This is an optimization exercise on Yosys and OpenROAD, whose aim is small area, a short achievable clock period and few clock cycles per item, not a production implementation. The RTL was checked by simulation tests, not by an equivalence proof against the original design. Power and IR drop assume default switching activity.

## cpuTop
module cpuTop
(
    input  logic       clock,
    input  logic       arstN,
    input  logic       progWrite,
    input  logic [7:0] progAddr,
    input  logic [7:0] progData,
    input  logic       run,
    output logic [31:0] regs,          
    output logic [7:0] pc,
    output logic            instrDone
);
    logic       wrQ;
    logic [7:0] wrAddrQ, wrDataQ;
    always_ff @(posedge clock) begin
        wrQ     <= progWrite;
        wrAddrQ <= progAddr;
        wrDataQ <= progData;
    end
    localparam int BTB = 2;
    logic [7:0]  fetchPc;
    logic [6:0]  rowE;       
    logic        running;    
    logic        bubble;     
    logic        starting;   
    logic [7:0]  byteE, byteO;
    logic [15:0] ir;         
    logic [7:0]  irPc;       
    logic        irPred;     
    logic [7:0]  pcQ;
    programMemory i_programMemory (
        .clock     (clock),
        .progWrite (wrQ),
        .progAddr  (wrAddrQ),
        .progData  (wrDataQ),
        .rowE      (rowE),
        .rowO      (fetchPc[7:1]),
        .byteE     (byteE),
        .byteO     (byteO)
    );
    logic           btbValid [BTB];
    logic [7:0]     btbPc    [BTB];
    logic [7:0]     btbTgt   [BTB];
    logic           btbNext;   
    logic       hit;
    logic [7:0] hitTgt;
    always_comb begin
        hit     = 1'b0;
        hitTgt  = '0;
        for (int i = 0; i < BTB; i++) begin
            if (btbValid[i] && btbPc[i] == fetchPc) begin
                hit     = 1'b1;
                hitTgt  = hitTgt | btbTgt[i];
            end
        end
    end
    logic       exBra;     
    logic       redirect;  
  ...
==> module programMemory, before the edit <==
module programMemory
(
    input  logic       clock,
    input  logic       progWrite,
    input  logic [7:0] progAddr,
    input  logic [7:0] progData,
    input  logic [6:0] rowE,
    input  logic [6:0] rowO,
    output logic [7:0] byteE,
    output logic [7:0] byteO
);
    logic [7:0] memE [128];
    logic [7:0] memO [128];
    always_ff @(posedge clock) begin
        if (progWrite && !progAddr[0]) memE[progAddr[7:1]] <= progData;
        if (progWrite &&  progAddr[0]) memO[progAddr[7:1]] <= progData;
    end
    assign byteE = memE[rowE];
    assign byteO = memO[rowO];
endmodule
==> module cpuTop, before the edit <==
module cpuTop
(
    input  logic       clock,
    input  logic       arstN,
    input  logic       progWrite,
    input  logic [7:0] progAddr,
    input  logic [7:0] progData,
    input  logic       run,
    output logic [31:0] regs,          
    output logic [7:0] pc,
    output logic            instrDone
);
    logic       wrQ;
    logic [7:0] wrAddrQ, wrDataQ;
    always_ff @(posedge clock) begin
        wrQ     <= progWrite;
        wrAddrQ <= progAddr;
        wrDataQ <= progData;
    end
    localparam int BTB = 2;
    logic [7:0]  fetchPc;
    logic [6:0]  rowE;       
    logic        running;    
    logic        bubble;     
    logic        starting;   
    logic [7:0]  byteE, byteO;
    logic [15:0] ir;         
    logic [7:0]  irPc;       
    logic        irPred;     
    logic [7:0]  pcQ;
    programMemory i_programMemory (
        .clock     (clock),
        .progWrite (wrQ),
        .progAddr  (wrAddrQ),
        .progData  (wrDataQ),
        .rowE      (rowE),
        .rowO      (fetchPc[7:1]),
        .byteE     (byteE),
        .byteO     (byteO)
    );
    logic           btbValid [BTB];
    logic [7:0]     btbPc    [BTB];
    logic [7:0]     btbTgt   [BTB];
    logic           btbNext;   
    logic       hit;
    logic [7:0] hitTgt;
    always_comb begin
        hit     = 1'b0;
        hitTgt  = '0;
        for (int i = 0; i < BTB; i++) begin
            if (btbValid[i] && btbPc[i] == fetchPc) begin
                hit     = 1'b1;
                hitTgt  = hitTgt | btbTgt[i];
            end
        end
    end
    logic       exBra;     
    logic       redirect;  
    logic       stopped;
    logic       advance;   
    logic [7:0] target;
    logic [6:0] targetRowE;
    assign exBra      = running && (ir[15:12] == 4'h9);
    assign redirect   = exBra && !irPred;
    assign target     = ir[7:0];
    assign targetRowE = target[7:1] + 7'(target[0]);
    assign stopped    = !running && !bubble && !starting;
    assign advance    = bubble || starting || (running && !redirect && run) ||
                        (stopped && run && !wrQ);
    always_ff @(posedge clock) begin
        ir     <= fetchPc[0] ? {byteE, byteO} : {byteO, byteE};
        irPc   <= fetchPc;
        irPred <= hit;
    end
    always_ff @(posedge clock or negedge arstN) begin
        if (!arstN) begin
            fetchPc  <= '0;
            rowE     <= '0;
            running  <= 1'b0;
            bubble   <= 1'b0;
            starting <= 1'b0;
            pcQ      <= '0;
        end else begin
            running  <= advance;
            bubble   <= redirect && run;
            starting <= stopped && run && wrQ;
            if (redirect) begin
                fetchPc <= target;
                rowE    <= targetRowE;
            end else if (advance) begin
                fetchPc <= hit ? hitTgt : fetchPc + 8'd2;
                rowE    <= hit ? hitTgt[7:1] + 7'(hitTgt[0]) : rowE + 7'd1;
            end
            pcQ <= exBra ? target : fetchPc;
        end
    end
    always_ff @(posedge clock or negedge arstN) begin
        if (!arstN) begin
            for (int i = 0; i < BTB; i++) btbValid[i] <= 1'b0;
            btbNext <= '0;
        end else if (wrQ) begin
            for (int i = 0; i < BTB; i++) btbValid[i] <= 1'b0;
        end else if (redirect) begin
            btbValid[btbNext] <= 1'b1;
            btbNext <= !btbNext;
        end
    end
    always_ff @(posedge clock) begin
        if (redirect && !wrQ) begin
            btbPc[btbNext]   <= irPc;
            btbTgt[btbNext]  <= target;
        end
    end
    assign pc        = pcQ;
    assign instrDone = running;
    logic [3:0] op;
    logic [1:0] d, a, b;
    logic [7:0] imm;
    assign op  = ir[15:12];
    assign d   = ir[9:8];
    assign a   = ir[5:4];
    assign b   = ir[1:0];
    assign imm = ir[7:0];
    logic [7:0] r [4];
    logic [7:0] opA, opB, addB, sum, result;
    logic       cin;
    assign opA = r[a];
    assign opB = r[b];
    always_comb begin
        case (op)
            4'h4:    begin addB = ~opB;   cin = 1'b1; end   
            4'h7:    begin addB = 8'h01;  cin = 1'b0; end   
            4'h8:    begin addB = 8'hFF;  cin = 1'b0; end   
            default: begin addB = opB;    cin = 1'b0; end   
        endcase
    end
    logic [7:0] g0, p0, gk, pk, gn, pn;
    logic [8:0] carry;
    always_comb begin
        g0 = opA & addB;
        p0 = opA ^ addB;
        gk = g0;
        pk = p0;
        for (int s = 1; s < 8; s = s * 2) begin
            gn = gk;
            pn = pk;
            for (int i = s; i < 8; i++) begin
                gn[i] = gk[i] | (pk[i] & gk[i - s]);
                pn[i] = pk[i] & pk[i - s];
            end
            gk = gn;
            pk = pn;
        end
        carry[0] = cin;
        for (int i = 0; i < 8; i++) carry[i + 1] = gk[i] | (pk[i] & cin);
        sum = p0 ^ carry[7:0];
    end
    always_comb begin
        case (op)
            4'h0:    result = opA & opB;
            4'h1:    result = opA | opB;
            4'h2:    result = ~opA;
            4'h5:    result = {1'b0, opA[7:1]};
            4'h6:    result = {opA[6:0], 1'b0};
            4'hC:    result = imm;
            4'hB:    result = opA;
            default: result = sum;   
        endcase
    end
    logic       wr;
    logic [1:0] dst;
    assign wr  = running && (op <= 4'h8 || op == 4'hB || op == 4'hC);
    assign dst = (op == 4'h7 || op == 4'h8) ? a : d;
    for (genvar i = 0; i < 4; i++) begin : gReg
        always_ff @(posedge clock or negedge arstN) begin
            if (!arstN)                          r[i] <= '0;
            else if (wr && dst == 2'(i))         r[i] <= result;
        end
    end
    assign regs = {r[0], r[1], r[2], r[3]};
endmodule
Settings: LEC_CHECK=0, CAP_MARGIN=20, CORE_MARGIN=2, CORE_UTILIZATION=40, CTS_CLUSTER_DIAMETER=100, CTS_CLUSTER_SIZE=25, SLEW_MARGIN=20; clock period 9.0 ns.
standard.sh (not shown) runs the stock make flow with config.mk's settings and CLKGATE_MAP_FILE= SYNTH_SCRIPT=/design/flow/synth_recipe.tcl, a recipe that flattens the netlist after the stock synthesis.
==> flow/flow/run.sh <==
#!/bin/bash
# Own layout flow: the standard ORFS flow (standard.sh) with a tighter
# timing-repair target (setup margin) and plain buffers on the ports. Same
# SDC and clock period.
set -euo pipefail
bash standard.sh SETUP_SLACK_MARGIN=6.0 'BUFFER_PORTS_ARGS=-buffer_cell sky130_fd_sc_hd__buf_4' finish > run_make.log 2>&1
Testbench counts at the start, summed over its fixed seeds: cycles 10,023, instrs 9,600.
Next try:
--- a/flow/design.v
+++ b/flow/design.v
@@ -74,23 +74,37 @@
     input  logic       clock,
     input  logic       progWrite,
     input  logic [7:0] progAddr,
     input  logic [7:0] progData,
     input  logic [6:0] rowE,
     input  logic [6:0] rowO,
+    input  logic [7:0] rowE1h,   
+    input  logic [7:0] rowO1h,   
     output logic [7:0] byteE,
     output logic [7:0] byteO
 );
     logic [7:0] memE [128];
     logic [7:0] memO [128];
     always_ff @(posedge clock) begin
         if (progWrite && !progAddr[0]) memE[progAddr[7:1]] <= progData;
         if (progWrite &&  progAddr[0]) memO[progAddr[7:1]] <= progData;
     end
-    assign byteE = memE[rowE];
-    assign byteO = memO[rowO];
+    logic [7:0] grpE [16];
+    logic [7:0] grpO [16];
+    always_comb begin
+        for (int g = 0; g < 16; g++) begin
+            grpE[g] = '0;
+            grpO[g] = '0;
+            for (int k = 0; k < 8; k++) begin
+                grpE[g] = grpE[g] | (memE[8 * g + k] & {8{rowE1h[k]}});
+                grpO[g] = grpO[g] | (memO[8 * g + k] & {8{rowO1h[k]}});
+            end
+        end
+    end
+    assign byteE = grpE[rowE[6:3]];
+    assign byteO = grpO[rowO[6:3]];
 endmodule
 `default_nettype wire
 `timescale 1ns/1ps
 `default_nettype none
 module cpuTop
 (
@@ -111,12 +125,14 @@
         wrAddrQ <= progAddr;
         wrDataQ <= progData;
     end
     localparam int BTB = 2;
     logic [7:0]  fetchPc;
     logic [6:0]  rowE;       
+    logic [7:0]  rowE1h;     
+    logic [7:0]  rowO1h;     
     logic        running;    
     logic        bubble;     
     logic        starting;   
     logic [7:0]  byteE, byteO;
     logic [15:0] ir;         
     logic [7:0]  irPc;       
@@ -126,21 +142,25 @@
         .clock     (clock),
         .progWrite (wrQ),
         .progAddr  (wrAddrQ),
         .progData  (wrDataQ),
         .rowE      (rowE),
         .rowO      (fetchPc[7:1]),
+        .rowE1h    (rowE1h),
+        .rowO1h    (rowO1h),
         .byteE     (byteE),
         .byteO     (byteO)
     );
     logic           btbValid [BTB];
     logic [7:0]     btbPc    [BTB];
     logic [7:0]     btbTgt   [BTB];
     logic           btbNext;   
     logic       hit;
     logic [7:0] hitTgt;
+    logic [6:0] hitRowE;
+    assign hitRowE = hitTgt[7:1] + 7'(hitTgt[0]);
     always_comb begin
         hit     = 1'b0;
         hitTgt  = '0;
         for (int i = 0; i < BTB; i++) begin
             if (btbValid[i] && btbPc[i] == fetchPc) begin
                 hit     = 1'b1;
@@ -167,26 +187,37 @@
         irPred <= hit;
     end
     always_ff @(posedge clock or negedge arstN) begin
         if (!arstN) begin
             fetchPc  <= '0;
             rowE     <= '0;
+            rowE1h   <= 8'b0000_0001;
+            rowO1h   <= 8'b0000_0001;
             running  <= 1'b0;
             bubble   <= 1'b0;
             starting <= 1'b0;
             pcQ      <= '0;
         end else begin
             running  <= advance;
             bubble   <= redirect && run;
             starting <= stopped && run && wrQ;
             if (redirect) begin
                 fetchPc <= target;
                 rowE    <= targetRowE;
+                rowE1h  <= 8'b0000_0001 << targetRowE[2:0];
+                rowO1h  <= 8'b0000_0001 << target[3:1];
+            end else if (advance && hit) begin
+                fetchPc <= hitTgt;
+                rowE    <= hitRowE;
+                rowE1h  <= 8'b0000_0001 << hitRowE[2:0];
+                rowO1h  <= 8'b0000_0001 << hitTgt[3:1];
             end else if (advance) begin
-                fetchPc <= hit ? hitTgt : fetchPc + 8'd2;
-                rowE    <= hit ? hitTgt[7:1] + 7'(hitTgt[0]) : rowE + 7'd1;
+                fetchPc <= fetchPc + 8'd2;
+                rowE    <= rowE + 7'd1;
+                rowE1h  <= {rowE1h[6:0], rowE1h[7]};
+                rowO1h  <= {rowO1h[6:0], rowO1h[7]};
             end
             pcQ <= exBra ? target : fetchPc;
         end
     end
     always_ff @(posedge clock or negedge arstN) begin
         if (!arstN) begin
Effect:
- The new run finished with timing, DRC and antenna clean
- worst hold slack gains 0.0040 ns
- critical path depth falls by 1
- wire length climbs by 14%
- setup slack gets better by 0.025 ns
- sequential power stays flat
Testbench counts after the change, summed over its fixed seeds: cycles 10,023, instrs 9,600.

static timing again, ports no longer ideal:
Ports are ideal in the flow. The routed layouts listed here were re-timed in OpenROAD. Step 1 (the two cells are an assumption about what drives the block):
set clk [get_ports {clock}]
set_driving_cell -lib_cell sky130_fd_sc_hd__clkbuf_16 $clk
set_driving_cell -lib_cell sky130_fd_sc_hd__buf_2 [delete_from_list [all_inputs] $clk]
Step 2, shift: input delay + t, output delay - t, t = (earliest + latest rising clock arrival at the registers) / 2. This alone moves slack from input paths to output paths. a / b / c = no drivers / after step 1 / after step 2; a / b = the first two.
| run | t (ns) | setup slack, ns | hold WS [ns] | slew at the worst register clock pin (ns) | worst data-port slew with drivers (ns) |
|---|---|---|---|---|---|
| the first run | 0.843 | 5.624 / 5.624 / 5.624 | 0.432 / 0.432 / 0.432 | 0.11 / 0.11 | 0.10 |
| the second run | 0.865 | 5.650 / 5.650 / 5.593 | 0.436 / 0.436 / 0.436 | 0.11 / 0.11 | 0.14 |
After both steps every run listed still meets setup and hold. The setup slack of the second run, which loses most, moves by 0.000 ns with the drivers and by -0.057 ns with both steps.
